This design comes from an exercise in tuning for small area, a short achievable clock period and few clock cycles per item on the open sky130 flow, not from production work.
The RTL was checked by simulation tests, not by an equivalence proof against the original design.
The clock port is modelled as an ideal driver; clocking choices that lean on that would not hold on a real chip.
Power figures rest on the tool's default switching activity, not on a simulated workload.

==> flow/design.v (excerpt) <==
module taylor_sine_cosine_top (
	input  wire logic                            clk,
	input  wire logic                            arst_n,
	input  wire logic                            s_tvalid,
	output logic                                 s_tready,
	input  wire logic [tsc_pkg::IN_DATA_W-1:0]   s_tdata,
	input  wire logic                            s_tuser,
	output logic                                 m_tvalid,
	input  wire logic                            m_tready,
	output logic [tsc_pkg::OUT_DATA_W-1:0]       m_tdata,
	output logic                                 m_tuser
);
Size in the first run: ~2400 cells after synthesis, roughly 100 flip-flops, ~64 I/O pins, about 0.014 sq mm of cells after synthesis.
Settings: LEC_CHECK=0, ABC_AREA=1, CAP_MARGIN=20, CORE_MARGIN=2, CORE_UTILIZATION=12, PLACE_DENSITY=0.2, SLEW_MARGIN=20, SYNTH_HIERARCHICAL=1, TNS_END_PERCENT=100; clock period 9.0 ns.
standard.sh (not shown) runs the stock make flow with config.mk's settings and CLKGATE_MAP_FILE= SYNTH_SCRIPT=/design/flow/synth_recipe.tcl, a recipe that flattens the netlist after the stock synthesis.
==> flow/flow/run.sh <==
#!/bin/bash
set -euo pipefail
here=$(pwd)
export POST_CTS_TCL="$here/flow/skew.tcl"
export SKEW_CELL=sky130_fd_sc_hd__clkbuf_1
export SKEW_LAST_CELL=sky130_fd_sc_hd__clkbuf_8
export SKEW_STAGES=8
bash standard.sh SETUP_SLACK_MARGIN=6.1 SKIP_CTS_REPAIR_TIMING=1 \
	POST_CTS_TCL="$here/flow/skew.tcl" finish > standard.log 2>&1
==> flow/flow/skew.tcl <==
# Hook run after clock tree synthesis (POST_CTS_TCL, with the CTS step's own timing
# repair skipped): give the clock of the table output register (r_rom_q, r_neg_q)
# extra delay, so that the long path into it, from the request register through
# the result table, may use time that the short path out of it, through the
# negation into the output register, does not need. Both paths are between
# registers inside the design. Then the CTS step's usual placement and timing
# repair.
set block [ord::get_db_block]
set db [ord::get_db]
set master [$db findMaster $::env(SKEW_CELL)]
set last_master [$db findMaster $::env(SKEW_LAST_CELL)]
set stages $::env(SKEW_STAGES)
array set groups {}
foreach inst [$block getInsts] {
  set name [$inst getName]
  if {[string match {r_rom_q*} $name] || [string match {r_neg_q*} $name]} {
    set it [$inst findITerm CLK]
    lappend groups([[$it getNet] getName]) $it
  }
}
set n 0
foreach netname [lsort [array names groups]] {
  set net [$block findNet $netname]
  set its $groups($netname)
  set sx 0
  set sy 0
  foreach it $its {
    set b [[$it getInst] getBBox]
    set sx [expr {$sx + [$b xMin]}]
    set sy [expr {$sy + [$b yMin]}]
  }
  set cx [expr {int($sx / [llength $its])}]
  set cy [expr {int($sy / [llength $its])}]
  set prev $net
  for {set k 0} {$k < $stages} {incr k} {
    set m [expr {$k == $stages - 1 ? $last_master : $master}]
    set inst [odb::dbInst_create $block $m "skewbuf_${n}_$k"]
    set newnet [odb::dbNet_create $block "skewnet_${n}_$k"]
    $newnet setSigType CLOCK
    [$inst findITerm A] connect $prev
    [$inst findITerm X] connect $newnet
    $inst setLocation $cx $cy
    $inst setPlacementStatus PLACED
    set prev $newnet
  }
  foreach it $its {
    $it disconnect
    $it connect $prev
  }
  puts "skew: [llength $its] sinks of $netname behind $stages buffers"
  incr n
}
set result [catch { detailed_placement } msg]
if { $result != 0 } {
  error "Detailed placement failed after clock skew: $msg"
}
estimate_parasitics -placement
report_clock_skew
repair_timing_helper
set result [catch { detailed_placement } msg]
if { $result != 0 } {
  error "Detailed placement failed in CTS: $msg"
}
check_placement -verbose
report_checks -path_delay max -format end -group_path_count 5
Testbench counts at the start, summed over its fixed seeds: cycles 2,424, items 2,400.
==> next run, changes <==
--- a/flow/flow/run.sh
+++ b/flow/flow/run.sh
@@ -7,3 +7,3 @@
 export SKEW_STAGES=8
-bash standard.sh SETUP_SLACK_MARGIN=6.1 SKIP_CTS_REPAIR_TIMING=1 \
+bash standard.sh SETUP_SLACK_MARGIN=6.2 SKIP_CTS_REPAIR_TIMING=1 \
 	POST_CTS_TCL="$here/flow/skew.tcl" finish > standard.log 2>&1
- CORE_UTILIZATION: 12 -> 10
What happened:
- worst hold slack gains 56 ps
- cell area rose by 3.9%
- combinational power climbs by about 3%
- fmax shrinks by 2.3%
- worst setup slack degrades by 72 ps
==> next run, changes <==
==> flow/flow/run.sh (replaced) <==
#!/bin/bash
set -euo pipefail
here=$(pwd)
export POST_CTS_TCL="$here/flow/skew.tcl"
export SKEW_CELL=sky130_fd_sc_hd__clkbuf_1
export SKEW_LAST_CELL=sky130_fd_sc_hd__clkbuf_8
export SKEW_STAGES=10
bash standard.sh SETUP_SLACK_MARGIN=6.1 SKIP_CTS_REPAIR_TIMING=1 \
	POST_CTS_TCL="$here/flow/skew.tcl" finish > standard.log 2>&1
Utilization drops by 0.20 points.
Wire length stays flat.
Synthesized cell count does not change.
Die area does not change.
Worst setup slack barely changes.
==> next run, changes <==
--- a/flow/flow/run.sh
+++ b/flow/flow/run.sh
@@ -7,3 +7,3 @@
 export SKEW_STAGES=10
-bash standard.sh SETUP_SLACK_MARGIN=6.1 SKIP_CTS_REPAIR_TIMING=1 \
+bash standard.sh SETUP_SLACK_MARGIN=6.2 SKIP_CTS_REPAIR_TIMING=1 \
 	POST_CTS_TCL="$here/flow/skew.tcl" finish > standard.log 2>&1
- CORE_UTILIZATION: 10 -> 12
After rerunning: The changed run passed the timing, design-rule and antenna checks. First-iteration DRC count goes down slightly. Hold slack gets worse by 36 ps. Register-to-register slack gets better by 70 ps. Sequential power is about the same. Critical path depth goes down by 1. Via count barely changes. Cell area goes down slightly. Wire length goes down by a few percent.

* * *

Starting RTL as in the previous note.
==> flow/design.v (excerpt) <==
module taylor_sine_cosine_top (
	input  wire logic                            clk,
	input  wire logic                            arst_n,
	input  wire logic                            s_tvalid,
	output logic                                 s_tready,
	input  wire logic [tsc_pkg::IN_DATA_W-1:0]   s_tdata,
	input  wire logic                            s_tuser,
	output logic                                 m_tvalid,
	input  wire logic                            m_tready,
	output logic [tsc_pkg::OUT_DATA_W-1:0]       m_tdata,
	output logic                                 m_tuser
);
Settings: LEC_CHECK=0, ABC_AREA=1, CAP_MARGIN=20, CORE_MARGIN=2, CORE_UTILIZATION=15, PLACE_DENSITY=0.25, SLEW_MARGIN=20, SYNTH_HIERARCHICAL=1, TNS_END_PERCENT=100; clock period 9.0 ns.
==> flow/flow/run.sh <==
#!/bin/bash
set -euo pipefail
here=$(pwd)
export POST_CTS_TCL="$here/flow/skew.tcl"
export SKEW_CELL=sky130_fd_sc_hd__clkbuf_1
export SKEW_LAST_CELL=sky130_fd_sc_hd__clkbuf_8
export SKEW_STAGES=8
bash standard.sh SETUP_SLACK_MARGIN=6.1 SKIP_CTS_REPAIR_TIMING=1 \
	POST_CTS_TCL="$here/flow/skew.tcl" finish > standard.log 2>&1
Scripts as last shown in full above: flow/flow/skew.tcl
The baseline finished with timing, DRC and antenna clean.
Testbench counts at the start, summed over its fixed seeds: cycles 2,424, items 2,400.
Then changed:
--- a/flow/flow/run.sh
+++ b/flow/flow/run.sh
@@ -8 +8 @@
-bash standard.sh SETUP_SLACK_MARGIN=6.1 SKIP_CTS_REPAIR_TIMING=1 \
+bash standard.sh SETUP_SLACK_MARGIN=6.2 SKIP_CTS_REPAIR_TIMING=1 \
Settings changed: CORE_UTILIZATION 15 to 12, PLACE_DENSITY 0.25 to 0.2.
After rerunning: The changed run went through all stages and came out clean. Final cell count went up by 8.8%. Final area climbs by 2.4%. Total power fell by 1.2%. Register-to-register slack gains 140 ps. Worst hold slack gets better by 17 ps. Setup slack improves by 140 ps.
Then changed:
--- a/flow/flow/run.sh
+++ b/flow/flow/run.sh
@@ -8 +8 @@
-bash standard.sh SETUP_SLACK_MARGIN=6.2 SKIP_CTS_REPAIR_TIMING=1 \
+bash standard.sh SETUP_SLACK_MARGIN=6.3 SKIP_CTS_REPAIR_TIMING=1 \
Result: The changed run ran to the end with no violations. Cell area climbs by a few percent. Clock skew climbs by 52 ps. Die area is unchanged.
Then changed:
--- a/flow/flow/run.sh
+++ b/flow/flow/run.sh
@@ -7,2 +7,2 @@
-export SKEW_STAGES=8
-bash standard.sh SETUP_SLACK_MARGIN=6.3 SKIP_CTS_REPAIR_TIMING=1 \
+export SKEW_STAGES=10
+bash standard.sh SETUP_SLACK_MARGIN=6.1 SKIP_CTS_REPAIR_TIMING=1 \
Power came out lower by 3.8%.
Final cell count is about the same.
Utilization went down by 0.72 points.
Cell area drops by 4.3%.
Synthesized cell count does not change.
Then changed:
--- a/flow/flow/run.sh
+++ b/flow/flow/run.sh
@@ -7,2 +7,2 @@
-export SKEW_STAGES=10
-bash standard.sh SETUP_SLACK_MARGIN=6.1 SKIP_CTS_REPAIR_TIMING=1 \
+export SKEW_STAGES=9
+bash standard.sh SETUP_SLACK_MARGIN=6.2 SKIP_CTS_REPAIR_TIMING=1 \
Die area does not change.
Power is about the same.
Clock skew decreases by 94 ps.
Flip-flop and latch count is unchanged.
Setup slack improved by 190 ps.
Utilization hardly moves.
Cell area increases by 0.56%.
Then changed:
--- a/flow/flow/run.sh
+++ b/flow/flow/run.sh
@@ -7,2 +7,2 @@
-export SKEW_STAGES=9
-bash standard.sh SETUP_SLACK_MARGIN=6.2 SKIP_CTS_REPAIR_TIMING=1 \
+export SKEW_STAGES=8
+bash standard.sh SETUP_SLACK_MARGIN=6.25 SKIP_CTS_REPAIR_TIMING=1 \
Power goes up by 2.6%.
Worst setup slack improves by 53 ps.
Synthesized area is unchanged.

* * *

taylor_sine_cosine_top, a different RTL version from the one above (not shown whole).
Size in the first run: roughly 2500 cells after synthesis, ~100 flip-flops, roughly 64 I/O pins, roughly 14000 sq um of cells after synthesis.
clock: 9.0 ns
lec_check: 0
abc_area: 1
cap_margin: 20
core_margin: 2
core_utilization: 20
place_density: 0.35
slew_margin: 20
synth_hierarchical: 1
tns_end_percent: 100
==> flow/flow/run.sh <==
#!/bin/bash
set -euo pipefail
bash standard.sh SETUP_SLACK_MARGIN=6 finish > standard.log 2>&1
Testbench counts at the start, summed over its fixed seeds: cycles 2,424, items 2,400.
Next try:
--- a/flow/config.mk
+++ b/flow/config.mk
@@ -11,2 +11,2 @@
-export CORE_UTILIZATION = 20
-export PLACE_DENSITY = 0.35
+export CORE_UTILIZATION = 15
+export PLACE_DENSITY = 0.25
Sequential share of layout area is about the same.
Sequential cell count does not change.
Power stays flat.
Non-clock buffer count decreases by 43.

-- re-timing with driven ports --
In the flow no input, the clock included, has a driving cell. The finished layouts below were timed again as built, in two steps.
Step 1: set_driving_cell puts a clkbuf_16 on clk and a buf_2 on each other input, an assumption about the parent block.
Step 2, shift: input delay + t, output delay - t, t = (earliest + latest rising clock arrival at the registers) / 2. This alone moves slack from input paths to output paths.
Slacks: ideal / step 1 / step 2; pairs: ideal / step 1.
| run | shift t [ns] | setup slack, ns | worst hold slack (ns) | worst setup path after step 2 | latest minus earliest clock arrival (ns) | worst slew at a driven data input, ns |
|---|---|---|---|---|---|---|
| the first run of note 1 | 0.852 | 5.908 / 5.908 / 5.350 | 0.192 / 0.192 / 0.192 | input to register | 0.825 / 0.825 | 0.04 |
| the second run of note 1 | 0.893 | 5.836 / 5.836 / 5.409 | 0.247 / 0.247 / 0.247 | input to register | 0.897 / 0.898 | 0.03 |
| the third run of note 1 | 0.976 | 5.837 / 5.837 / 5.250 | 0.078 / 0.078 / 0.078 | input to register | 1.074 / 1.073 | 0.03 |
| the fourth run of note 1 | 0.966 | 5.908 / 5.908 / 5.292 | 0.042 / 0.042 / 0.042 | input to register | 1.054 / 1.054 | 0.04 |
| the first run of note 2 | 0.878 | 5.846 / 5.846 / 5.288 | 0.174 / 0.174 / 0.174 | input to register | 0.838 / 0.838 | 0.04 |
| the second run of note 2 | 0.857 | 5.985 / 5.985 / 5.402 | 0.191 / 0.191 / 0.191 | input to register | 0.832 / 0.831 | 0.04 |
| the third run of note 2 | 0.884 | 6.053 / 6.043 / 5.541 | 0.171 / 0.171 / 0.171 | input to register | 0.882 / 0.882 | 0.03 |
| the fourth run of note 2 | 0.963 | 5.790 / 5.790 / 5.243 | 0.042 / 0.042 / 0.042 | input to register | 1.039 / 1.039 | 0.04 |
| the fifth run of note 2 | 0.912 | 5.979 / 5.979 / 5.347 | 0.110 / 0.110 / 0.110 | input to register | 0.945 / 0.944 | 0.04 |
| the sixth run of note 2 | 0.850 | 6.031 / 6.031 / 5.460 | 0.111 / 0.111 / 0.111 | input to register | 0.818 / 0.817 | 0.03 |
| the first run of note 3 | 0.435 | 5.744 / 5.744 / 5.663 | 0.441 / 0.441 / 0.441 | input to register | 0.014 / 0.014 | 0.06 |
| the second run of note 3 | 0.435 | 5.820 / 5.820 / 5.757 | 0.441 / 0.441 / 0.441 | input to register | 0.018 / 0.018 | 0.05 |
Clock arrivals are far apart in 10 of these runs, so t is only a midpoint there and step 2 fits no single register. For the fifth run of note 2, which loses most, drivers alone change the setup slack by 0.000 ns; drivers and shift together by -0.632 ns.
